Source: an optimization exercise on an open RTL-to-GDS flow (aim: small area). Production flows keep margins and buffers that such runs may drop. Where RTL was checked, it was by simulation tests only, not by an equivalence proof against the original. Power and IR drop assume default switching activity.

==> run Z: inputs <==
==> flow/design.v <==
`default_nettype none
module branch_predictor (
    input  logic                clk,
    input  logic                rstn,
    input  logic [31:0]         pc_IF,
    output logic                predict_IF,
    output logic [31:0]         pred_target_IF,
    input  logic                record_we,
    input  logic [4:0]          record_pc,
    input  logic [24:0]         record_tag,
    input  logic                record_data,
    input  logic [31:0]         record_target
);
    localparam int DEPTH = 32;
    logic [DEPTH-1:0] c1, c0, t0;
    logic [24:0]      tag [DEPTH];
    logic [31:1]      th  [DEPTH];
    logic [DEPTH-1:0] lsel, rsel;
    logic             l_c1;
    logic [24:0]      l_tag;
    logic [31:0]      l_tgt;
    logic             r_c1, r_c0, r_t0;
    logic [24:0]      r_tag;
    always_comb begin
        l_c1 = 1'b0; l_tag = '0; l_tgt = '0;
        r_c1 = 1'b0; r_c0 = 1'b0; r_t0 = 1'b0; r_tag = '0;
        for (int i = 0; i < DEPTH; i++) begin
            lsel[i] = (pc_IF[6:2] == i[4:0]);
            rsel[i] = (record_pc == i[4:0]);
            l_c1  = l_c1  | (lsel[i] & c1[i]);
            l_tag = l_tag | ({25{lsel[i]}} & tag[i]);
            l_tgt = l_tgt | ({32{lsel[i]}} & {th[i], t0[i]});
            r_c1  = r_c1  | (rsel[i] & c1[i]);
            r_c0  = r_c0  | (rsel[i] & c0[i]);
            r_t0  = r_t0  | (rsel[i] & t0[i]);
            r_tag = r_tag | ({25{rsel[i]}} & tag[i]);
        end
    end
    logic lhit;
    assign lhit           = l_c1 && (l_tag == pc_IF[31:7]);
    assign predict_IF     = lhit;
    assign pred_target_IF = lhit ? l_tgt : 32'h0;
    logic r_hit;
    logic n_c1, n_c0, n_t0;
    assign r_hit = (r_c1 | r_t0) && (r_tag == record_tag);
    always_comb begin
        n_c1 = r_c1; n_c0 = r_c0; n_t0 = r_t0;
        if (record_data) begin
            if (r_hit) begin
                n_c1 = r_c1 | r_c0;
                n_c0 = r_c1 | ~r_c0;
            end else begin
                n_c1 = 1'b1;
                n_c0 = 1'b0;
            end
            n_t0 = n_c1 ? record_target[0] : 1'b1;
        end else if (r_hit) begin
            n_c1 = r_c1 & r_c0;
            n_c0 = r_c1 & ~r_c0;
            n_t0 = n_c1 ? r_t0 : 1'b1;
        end
    end
    always_ff @(posedge clk or negedge rstn) begin
        if (!rstn) begin
            c1 <= '0;
            t0 <= '0;
        end else if (record_we) begin
            c1[record_pc] <= n_c1;
            t0[record_pc] <= n_t0;
        end
    end
    always_ff @(posedge clk) begin
        if (record_we) begin
            c0[record_pc] <= n_c0;
            if (record_data) begin
                tag[record_pc] <= record_tag;
                th[record_pc]  <= record_target[31:1];
            end
        end
    end
endmodule
`default_nettype wire
==> flow/run.sh <==
#!/bin/bash
# synth_recipe.tcl (not shown) runs the flow's synth.tcl, then flattens the netlist and writes it again
# the make line also repeats each setting of config.mk as NAME=value (left out here)
make -C /OpenROAD-flow-scripts/flow DESIGN_CONFIG=/design/flow/config.mk WORK_HOME=/design/flow/orfs CLKGATE_MAP_FILE= SYNTH_SCRIPT=/design/flow/synth_recipe.tcl finish
==> flow/config.mk <==
export PLATFORM = sky130hd
export DESIGN_NAME = branch_predictor
export DESIGN_NICKNAME = branch_predictor
export VERILOG_FILES = /design/flow/design.v
export SDC_FILE = /design/flow/constraint.sdc
export NUM_CORES = 4
export LEC_CHECK = 0
export CAP_MARGIN = 20
export CORE_MARGIN = 2
export CORE_UTILIZATION = 40
export SETUP_SLACK_MARGIN = 0.5
export SLEW_MARGIN = 20
==> flow/constraint.sdc <==
create_clock -name core_clock -period 8.0 [get_ports {clk}]
set_input_delay 1.6000 -clock core_clock [delete_from_list [all_inputs] [get_ports {clk}]]
set_output_delay 1.6000 -clock core_clock [all_outputs]
set_load 0.01 [all_outputs]
==> run R: changes against run Z <==
==> flow/design.v (replaced) <==
`default_nettype none
module bp_a222oi (input wire a1, a2, b1, b2, c1, c2, output wire y);
    assign y = ~((a1 & a2) | (b1 & b2) | (c1 & c2));
endmodule
module bp_a22oi (input wire a1, a2, b1, b2, output wire y);
    assign y = ~((a1 & a2) | (b1 & b2));
endmodule
module bp_nand4 (input wire a, b, c, d, output wire y);
    assign y = ~(a & b & c & d);
endmodule
module bp_nand3 (input wire a, b, c, output wire y);
    assign y = ~(a & b & c);
endmodule
module bp_nor3 (input wire a, b, c, output wire y);
    assign y = ~(a | b | c);
endmodule
module bp_rd32 (
    input  wire [31:0] sel,
    input  wire [31:0] d,
    output wire        yn
);
    wire [10:0] z;    
    wire [2:0]  o;    
    genvar j;
    generate
        for (j = 0; j < 10; j++) begin : g_tri
            bp_a222oi u (.a1(sel[3*j]), .a2(d[3*j]), .b1(sel[3*j+1]), .b2(d[3*j+1]),
                         .c1(sel[3*j+2]), .c2(d[3*j+2]), .y(z[j]));
        end
    endgenerate
    bp_a22oi u_last (.a1(sel[30]), .a2(d[30]), .b1(sel[31]), .b2(d[31]), .y(z[10]));
    bp_nand4 u_o0 (.a(z[0]), .b(z[1]), .c(z[2]), .d(z[3]), .y(o[0]));
    bp_nand4 u_o1 (.a(z[4]), .b(z[5]), .c(z[6]), .d(z[7]), .y(o[1]));
    bp_nand3 u_o2 (.a(z[8]), .b(z[9]), .c(z[10]), .y(o[2]));
    bp_nor3  u_out (.a(o[0]), .b(o[1]), .c(o[2]), .y(yn));
endmodule
module branch_predictor (
    input  logic                clk,
    input  logic                rstn,
    input  logic [31:0]         pc_IF,
    output logic                predict_IF,
    output logic [31:0]         pred_target_IF,
    input  logic                record_we,
    input  logic [4:0]          record_pc,
    input  logic [24:0]         record_tag,
    input  logic                record_data,
    input  logic [31:0]         record_target
);
    localparam int DEPTH = 32;
    logic [DEPTH-1:0] c1, c0, t0;
    logic [24:0]      tag [DEPTH];
    logic [31:1]      th  [DEPTH];
    logic [DEPTH-1:0] lsel, rsel, tsel;
    always_comb begin
        for (int i = 0; i < DEPTH; i++) begin
            lsel[i] = (pc_IF[6:2] == i[4:0]);
            rsel[i] = record_we && (record_pc == i[4:0]);
            tsel[i] = rsel[i] && record_data;
        end
    end
    logic [DEPTH-1:0] tag_b [25];
    logic [DEPTH-1:0] tgt_b [32];
    always_comb begin
        for (int i = 0; i < DEPTH; i++) begin
            for (int b = 0; b < 25; b++) tag_b[b][i] = tag[i][b];
            tgt_b[0][i] = t0[i];
            for (int b = 1; b < 32; b++) tgt_b[b][i] = th[i][b];
        end
    end
    logic        l_c1n;
    logic [24:0] l_tagn, r_tagn;
    logic [31:0] l_tgtn;
    logic        r_c1n, r_c0n, r_t0n;
    bp_rd32 u_l_c1 (.sel(lsel), .d(c1), .yn(l_c1n));
    bp_rd32 u_r_c1 (.sel(rsel), .d(c1), .yn(r_c1n));
    bp_rd32 u_r_c0 (.sel(rsel), .d(c0), .yn(r_c0n));
    bp_rd32 u_r_t0 (.sel(rsel), .d(t0), .yn(r_t0n));
    genvar g;
    generate
        for (g = 0; g < 25; g++) begin : g_tag
            bp_rd32 u_l (.sel(lsel), .d(tag_b[g]), .yn(l_tagn[g]));
            bp_rd32 u_r (.sel(rsel), .d(tag_b[g]), .yn(r_tagn[g]));
        end
        for (g = 0; g < 32; g++) begin : g_tgt
            bp_rd32 u_l (.sel(lsel), .d(tgt_b[g]), .yn(l_tgtn[g]));
        end
    endgenerate
    logic lhit;
    assign lhit           = ~l_c1n && (~l_tagn == pc_IF[31:7]);
    assign predict_IF     = lhit;
    assign pred_target_IF = lhit ? ~l_tgtn : 32'h0;
    logic r_c1, r_c0, r_t0, r_hit;
    logic n_c1, n_c0, n_t0;
    assign r_c1  = ~r_c1n;
    assign r_c0  = ~r_c0n;
    assign r_t0  = ~r_t0n;
    assign r_hit = (r_c1 | r_t0) && (~r_tagn == record_tag);
    always_comb begin
        n_c1 = r_c1; n_c0 = r_c0; n_t0 = r_t0;
        if (record_data) begin
            if (r_hit) begin
                n_c1 = r_c1 | r_c0;
                n_c0 = r_c1 | ~r_c0;
            end else begin
                n_c1 = 1'b1;
                n_c0 = 1'b0;
            end
            n_t0 = n_c1 ? record_target[0] : 1'b1;
        end else if (r_hit) begin
            n_c1 = r_c1 & r_c0;
            n_c0 = r_c1 & ~r_c0;
            n_t0 = n_c1 ? r_t0 : 1'b1;
        end
    end
    always_ff @(posedge clk or negedge rstn) begin
        if (!rstn) begin
            c1 <= '0;
            t0 <= '0;
        end else begin
            for (int i = 0; i < DEPTH; i++) begin
                if (rsel[i]) begin
                    c1[i] <= n_c1;
                    t0[i] <= n_t0;
                end
            end
        end
    end
    always_ff @(posedge clk) begin
        for (int i = 0; i < DEPTH; i++) begin
            if (rsel[i]) c0[i] <= n_c0;
            if (tsel[i]) begin
                tag[i] <= record_tag;
                th[i]  <= record_target[31:1];
            end
        end
    end
endmodule
`default_nettype wire
==> flow/flow/run.sh (new file) <==
#!/bin/bash
# The standard layout (standard.sh), with these ORFS variables changed:
#  - ABC_LOAD_IN_FF: synthesis sizes gates for a 2 fF load instead of 5 fF;
#  - CTS_ARGS: sink clusters of up to 14 flip-flops, clkbuf_4/clkbuf_8 only, no dummy loads;
#  - BUFFER_PORTS_ARGS: every port still gets a buffer, a plain buf_2;
#  - SKIP_GATE_CLONING: timing repair sizes and buffers but does not clone gates.
# The whole make output goes to standard_flow.log; ORFS's per-step logs are under orfs/logs.
set -euo pipefail
bash standard.sh \
  ABC_LOAD_IN_FF=2 \
  "CTS_ARGS=-sink_clustering_enable -repair_clock_nets -dont_use_dummy_load -sink_clustering_size 14 -sink_clustering_max_diameter 60 -buf_list {sky130_fd_sc_hd__clkbuf_4 sky130_fd_sc_hd__clkbuf_8}" \
  "BUFFER_PORTS_ARGS=-buffer_cell sky130_fd_sc_hd__buf_2" \
  SKIP_GATE_CLONING=1 \
  finish > standard_flow.log 2>&1
==> flow/standard.sh (new file) <==
#!/bin/bash
# synth_recipe.tcl (not shown) runs the flow's synth.tcl, then flattens the netlist and writes it again
# the make line also repeats each setting of config.mk as NAME=value (left out here)
make -C /OpenROAD-flow-scripts/flow DESIGN_CONFIG=/design/flow/config.mk WORK_HOME=/design/flow/orfs CLKGATE_MAP_FILE= SYNTH_SCRIPT=/design/flow/synth_recipe.tcl "${@:-finish}"
Settings changed: CORE_UTILIZATION 40 to 65, SETUP_SLACK_MARGIN 0.5 to 0.3, SYNTH_HIERARCHICAL set to 1, SYNTH_MINIMUM_KEEP_SIZE set to 0.
removed: flow/run.sh
==> comparison table <==
Total placed instance area: run Z 0.0860 mm^2; run R 0.0751 mm^2
Synthesized-area fraction occupied by adder cells: run Z 0.127%; run R 0%
Inserted Clock Buffers: run Z 197; run R 155
Routed met2 length: run Z 160,000 um; run R 105,000 um
HP Start: run Z t0[0]; run R c1[2]
Number of DRC markers in iteration 0: run Z 12,600; run R 12,400
Die Wd: run Z 443 um; run R 334 um
Gates resized, CTS repair: run Z 251; run R 0
Floorplan row count: run Z 161; run R 120
Power consumed by combinational cells: run Z 1.62 mW; run R 0.863 mW
Compound-gate portion of the synthesized area: run Z 14.7%; run R 14.3%
Outcome: run Z timing/DRC/antenna clean; run R timing/DRC/antenna clean
Met2 usage in global routing: run Z 54.4%; run R 63.4%
Design Power: run Z 22.0 mW; run R 16.6 mW
CLK BUF: run Z 242; run R 155
Share of synthesized area occupied by flip-flops and latches: run Z 73.2%; run R 79.8%
Count of plain and timing-repair buffers in the layout: run Z 789; run R 343
Proportion of final cell area spent on non-clock buffers: run Z 8.62%; run R 3.35%
Via count of the first global-routing pass: run Z 55,600; run R 46,700
Well tap count: run Z 2,526; run R 1,403
Highest ir drop seen on vdd: run Z 0.225 mV; run R 0.170 mV
The RTL of run Z was laid out without a check of its function.

## afterwards: timing with drivers on the ports
In the flow no input, the clock included, has a driving cell. The finished layouts below were timed again as built, in two steps. Step 1 assumes that a clkbuf_16 drives the clock port and a buf_2 every other input. Step 2 times the ports against the registers' clock, not the clock port: input delays grow and output delays shrink by t, the midpoint of the rising clock arrivals with the driver on. Three values: no drivers, after step 1, after step 2; two values: the first two.
| run | t (ns) | setup WS [ns] | worst data-port slew with drivers (ns) |
|---|---|---|---|
| run Z | 0.940 | 0.167 / 0.115 / 0.064 | 0.31 |
| run R | 0.920 | 0.273 / 0.185 / 0.185 | 0.20 |
After both steps setup and hold are still met in every run listed. The setup slack of run Z, which loses most, moves by -0.052 ns with the drivers and by -0.103 ns with both steps.
